This is an optimization exercise on Yosys and OpenROAD, whose aim is small area and a short achievable clock period, not a production implementation. Function was checked by simulation only, so behaviour that the tests miss may differ from the original. Power figures rest on the tool's default switching activity, not on a simulated workload.

run 1:
## fp32_mul
module fp32_mul
(
    input  logic        clk,
    input  logic        rst_n,
    input  logic [31:0] a,
    input  logic [31:0] b,
    input  logic        in_valid,
    output logic        out_valid,
    output logic [31:0] result
);
    logic [7:0]  ea, eb;
    logic        ha, hb, fza, fzb, ea_max, eb_max;
    logic        a_zero, b_zero, a_inf, b_inf, a_nan, b_nan;
    logic        r_nan, r_inf, r_zero;
    logic [23:0] sa, sb;
    logic [12:0] bd_one, bd_two, bd_neg;
    logic [4:0]  lz_a, lz_b;
    assign ea     = a[30:23];
    assign eb     = b[30:23];
    assign ha     = |ea;
    assign hb     = |eb;
    assign ea_max = &ea;
    assign eb_max = &eb;
    assign fza    = ~|a[22:0];
    assign fzb    = ~|b[22:0];
    assign a_zero = ~ha & fza;
    assign b_zero = ~hb & fzb;
    assign a_inf  = ea_max & fza;
    assign b_inf  = eb_max & fzb;
    assign a_nan  = ea_max & ~fza;
    assign b_nan  = eb_max & ~fzb;
    assign sa     = {ha, a[22:0]};
    assign sb     = {hb, b[22:0]};
    assign r_nan  = a_nan | b_nan | (a_inf & b_zero) | (b_inf & a_zero);
  ...
Size: roughly 390 flip-flops, roughly 100 I/O pins.
export LEC_CHECK = 0
export CAP_MARGIN = 20
export CORE_MARGIN = 2
export CORE_UTILIZATION = 40
export CTS_CLUSTER_DIAMETER = 100
export CTS_CLUSTER_SIZE = 25
export PLACE_DENSITY = 0.75
export SLEW_MARGIN = 20
export SYNTH_HIERARCHICAL = 1
export SYNTH_MINIMUM_KEEP_SIZE = 0
create_clock -name core_clock -period 8.5 [get_ports {clk}]
standard.sh (not shown) runs the stock make flow with config.mk's settings and CLKGATE_MAP_FILE= SYNTH_SCRIPT=/design/flow/synth_recipe.tcl, a recipe that flattens the netlist after the stock synthesis.
==> flow/flow/run.sh <==
#!/bin/bash
# Own layout flow: the standard layout (standard.sh, ORFS from synthesis
# to finish, synthesis unchanged) with two changes to how the layout is made:
#  - repair_timing aims below the clock period: a path with less than
#    SETUP_SLACK_MARGIN ns of setup slack is treated as one to fix;
#  - the port buffers that buffer_ports inserts on every input and output
#    are sky130_fd_sc_hd__buf_2 rather than the cell it picks by default.
# Each tool's full output stays in orfs/logs; make's output in standard.log.
set -euo pipefail
export SETUP_SLACK_MARGIN=5.3
export BUFFER_PORTS_ARGS="-buffer_cell sky130_fd_sc_hd__buf_2"
bash standard.sh > standard.log 2>&1
Run 1 closes out successfully: all stages finished, all timing, DRC and antenna checks passed.
#### Input delta (run 2 over run 1)
Settings: CTS_CLUSTER_SIZE removed (was 25); CTS_CLUSTER_DIAMETER removed (was 100); PLACE_DENSITY removed (was 0.75).
Findings:
- Run 2 finished end to end and its layout was clean on timing, DRC and antenna.
- Number of placed instances with taps included essentially unchanged between run 2 and run 1.
- Against run 1 as the reference, run 2 delivers a higher clock-buffer cell count.
- Delta (run 2 minus run 1): sum of routed wire length over all layers shows an increase of about 9%, area growth from synthesis to layout rose 3.3 points, register-to-register slack went up by 0.04 ns, post-route core utilization rose 1.3 points.
- Area: run 2 vs run 1 -> run 2 larger
What run 3 does differently from run 2 at the input level:
Settings: CTS_CLUSTER_SIZE now 25, previously not set; CTS_CLUSTER_DIAMETER now 100, previously not set.
--- a/flow/flow/run.sh
+++ b/flow/flow/run.sh
@@ -9,3 +9,3 @@
 set -euo pipefail
-export SETUP_SLACK_MARGIN=5.3
+export SETUP_SLACK_MARGIN=5.1
 export BUFFER_PORTS_ARGS="-buffer_cell sky130_fd_sc_hd__buf_2"
Findings:
[compare] base=run 2 new=run 3: first-iteration detailed-routing DRC count increased by 16% relative to the old numbers, final design utilization went down, combinational cell fraction of total power grew by 4.3 points.
| post-layout minimum cycle time | run 3 vs run 2 | 0.14 ns higher |
Between run 2 and run 3, the flow reports number of global-route vias before repair decreasing slightly.
Edits applied to the flow inputs when going from run 3 to run 4:
Settings: putting PLACE_DENSITY at 0.45 where nothing was set.
--- a/flow/flow/run.sh
+++ b/flow/flow/run.sh
@@ -9,3 +9,3 @@
 set -euo pipefail
-export SETUP_SLACK_MARGIN=5.1
+export SETUP_SLACK_MARGIN=5.3
 export BUFFER_PORTS_ARGS="-buffer_cell sky130_fd_sc_hd__buf_2"
==> summary.txt <==
- Length in cells of the worst reg-to-reg path was higher in run 4 than in run 3.
- Compared with run 3, run 4 instantiates a larger number of standard cells.
- Sequential power: run 3 vs run 4, no meaningful difference
- Run 3 → run 4: number of cells on the critical path went up by 1; post-place instance area went up by 100 um^2; count of fill cells added during filler insertion went up by 54.

* * *

job 4183:
fp32_mul again, from the RTL that the note above started with.
==> flow/design.v (excerpt) <==
module fp32_mul
(
    input  logic        clk,
    input  logic        rst_n,
    input  logic [31:0] a,
    input  logic [31:0] b,
    input  logic        in_valid,
    output logic        out_valid,
    output logic [31:0] result
);
    logic [7:0]  ea, eb;
    logic        ha, hb, fza, fzb, ea_max, eb_max;
    logic        a_zero, b_zero, a_inf, b_inf, a_nan, b_nan;
    logic        r_nan, r_inf, r_zero;
    logic [23:0] sa, sb;
    logic [12:0] bd_one, bd_two, bd_neg;
    logic [4:0]  lz_a, lz_b;
    assign ea     = a[30:23];
    assign eb     = b[30:23];
    assign ha     = |ea;
    assign hb     = |eb;
    assign ea_max = &ea;
    assign eb_max = &eb;
    assign fza    = ~|a[22:0];
    assign fzb    = ~|b[22:0];
    assign a_zero = ~ha & fza;
    assign b_zero = ~hb & fzb;
    assign a_inf  = ea_max & fza;
    assign b_inf  = eb_max & fzb;
    assign a_nan  = ea_max & ~fza;
    assign b_nan  = eb_max & ~fzb;
    assign sa     = {ha, a[22:0]};
    assign sb     = {hb, b[22:0]};
    assign r_nan  = a_nan | b_nan | (a_inf & b_zero) | (b_inf & a_zero);
    assign r_inf  = ~r_nan & (a_inf | b_inf);
    assign r_zero = ~r_nan & ~r_inf & (a_zero | b_zero);
    always_comb begin
        for (int k = 0; k < 13; k++) begin
            logic y2, y1, y0;
            y2 = (2*k+1 < 24) ? sb[2*k+1] : 1'b0;
            y1 = (2*k   < 24) ? sb[2*k]   : 1'b0;
            y0 = (k > 0)      ? sb[2*k-1] : 1'b0;
            bd_neg[k] = y2;
            bd_one[k] = y1 ^ y0;
            bd_two[k] = (y2 & ~y1 & ~y0) | (~y2 & y1 & y0);
        end
    end
    fp_lzc24 u_lza (.v(sa), .n(lz_a));
    fp_lzc24 u_lzb (.v(sb), .n(lz_b));
    logic        v1, s1;
    logic [1:0]  sp1;                 
    logic [23:0] sa1_n;               
    logic [12:0] one1_n;              
    logic [11:0] two1_n;              
    logic [11:0] neg1;
    logic [7:0]  ea1, eb1;            
    logic [4:0]  lz1;
    always_ff @(posedge clk or negedge rst_n) begin
        if (!rst_n) v1 <= 1'b0;
        else        v1 <= in_valid;
    end
    always_ff @(posedge clk) begin
  ...
clock: 8.5 ns
lec_check: 0
cap_margin: 20
core_margin: 2
core_utilization: 40
cts_cluster_diameter: 100
cts_cluster_size: 32
slew_margin: 20
synth_hierarchical: 1
synth_minimum_keep_size: 0
==> flow/flow/run.sh <==
#!/bin/bash
# Own layout flow: the standard layout (standard.sh, ORFS from synthesis
# to finish, synthesis unchanged) with two changes to how the layout is made:
#  - repair_timing aims below the clock period: a path with less than
#    SETUP_SLACK_MARGIN ns of setup slack is treated as one to fix;
#  - the port buffers that buffer_ports inserts on every input and output
#    are sky130_fd_sc_hd__buf_2 rather than the cell it picks by default.
# Each tool's full output stays in orfs/logs; make's output in standard.log.
set -euo pipefail
export SETUP_SLACK_MARGIN=5.3
export BUFFER_PORTS_ARGS="-buffer_cell sky130_fd_sc_hd__buf_2"
bash standard.sh > standard.log 2>&1
Job 4183: all stages complete, timing, DRC and antenna checks passed
Edits applied to the flow inputs when going from job 4183 to job 133:
- TNS_END_PERCENT newly set to 30
- CTS_CLUSTER_SIZE changed from 32 to 25
### Flow results
- Global-route usage: job 133 vs job 4183 — no meaningful difference
- Compared with job 4183, job 133 shows period utilization higher by 1.1 points.
- For job 133, the worst setup path startpoint was one1_n[10]$_DFF_P_, unlike job 4183, where it was sa1_n[11]$_DFF_P_.
- Comparing job 4183 and job 133, clock network fraction of total power is lower on job 4183.
Changes in job 8659 relative to job 133:
- TNS_END_PERCENT: 30 -> unset
- SLEW_MARGIN: 20 -> 10
- CAP_MARGIN: 20 -> 10
Job 8659 ended with less total non-filler cell area in the finished layout than job 133.
Summary of job 8659 over job 133: global-route usage flat; post-place instance area ~0 delta; cell-internal power fell 2.2%; net switching fraction of the power went up 0.17 points; chip width ~0 delta.
Compare job 133 and job 8659 | count of TritonRoute iterations in the first routing pass lower: job 8659
NOTE: worst setup slack in job 8659 exceeds that of job 133
Re power: job 133 was higher than job 8659.
Compared to job 133, job 8659 has number of nets in the final layout 0.31% lower.
In the flow results for job 133 and job 8659, the count of clock-buffer cells in the layout is larger on job 133.

-- static timing again, ports no longer ideal --
How much do the figures lean on ideal ports? The routed layouts below were timed once more, with nothing changed but the port constraints. Step 1 (the two cells are an assumption about what drives the block):
set clk [get_ports {clk}]
set_driving_cell -lib_cell sky130_fd_sc_hd__clkbuf_16 $clk
set_driving_cell -lib_cell sky130_fd_sc_hd__buf_2 [delete_from_list [all_inputs] $clk]
Step 2 adds t to the input delays and takes it off the output delays; t is the mean of the earliest and latest rising clock arrival at the registers after step 1. Input paths then give back, and output paths get back, about the clock's delay inside the block. Three values: no drivers, after step 1, after step 2; two values: the first two.
| run | shift t [ns] | setup WS [ns] | slew at the worst register clock pin (ns) |
|---|---|---|---|
| run 1 | 0.613 | 5.285 / 5.285 / 5.128 | 0.11 / 0.11 |
| run 2 | 0.644 | 5.326 / 5.326 / 4.872 | 0.06 / 0.06 |
| run 3 | 0.616 | 5.189 / 5.189 / 4.811 | 0.11 / 0.11 |
| run 4 | 0.651 | 5.367 / 5.367 / 4.936 | 0.10 / 0.10 |
| job 4183 | 0.620 | 5.323 / 5.323 / 4.949 | 0.12 / 0.12 |
| job 133 | 0.625 | 5.233 / 5.233 / 4.917 | 0.11 / 0.11 |
| job 8659 | 0.627 | 5.315 / 5.315 / 4.869 | 0.10 / 0.10 |
After both steps every run listed still meets setup and hold. The setup slack of run 2, which loses most, moves by 0.000 ns with the drivers and by -0.454 ns with both steps.
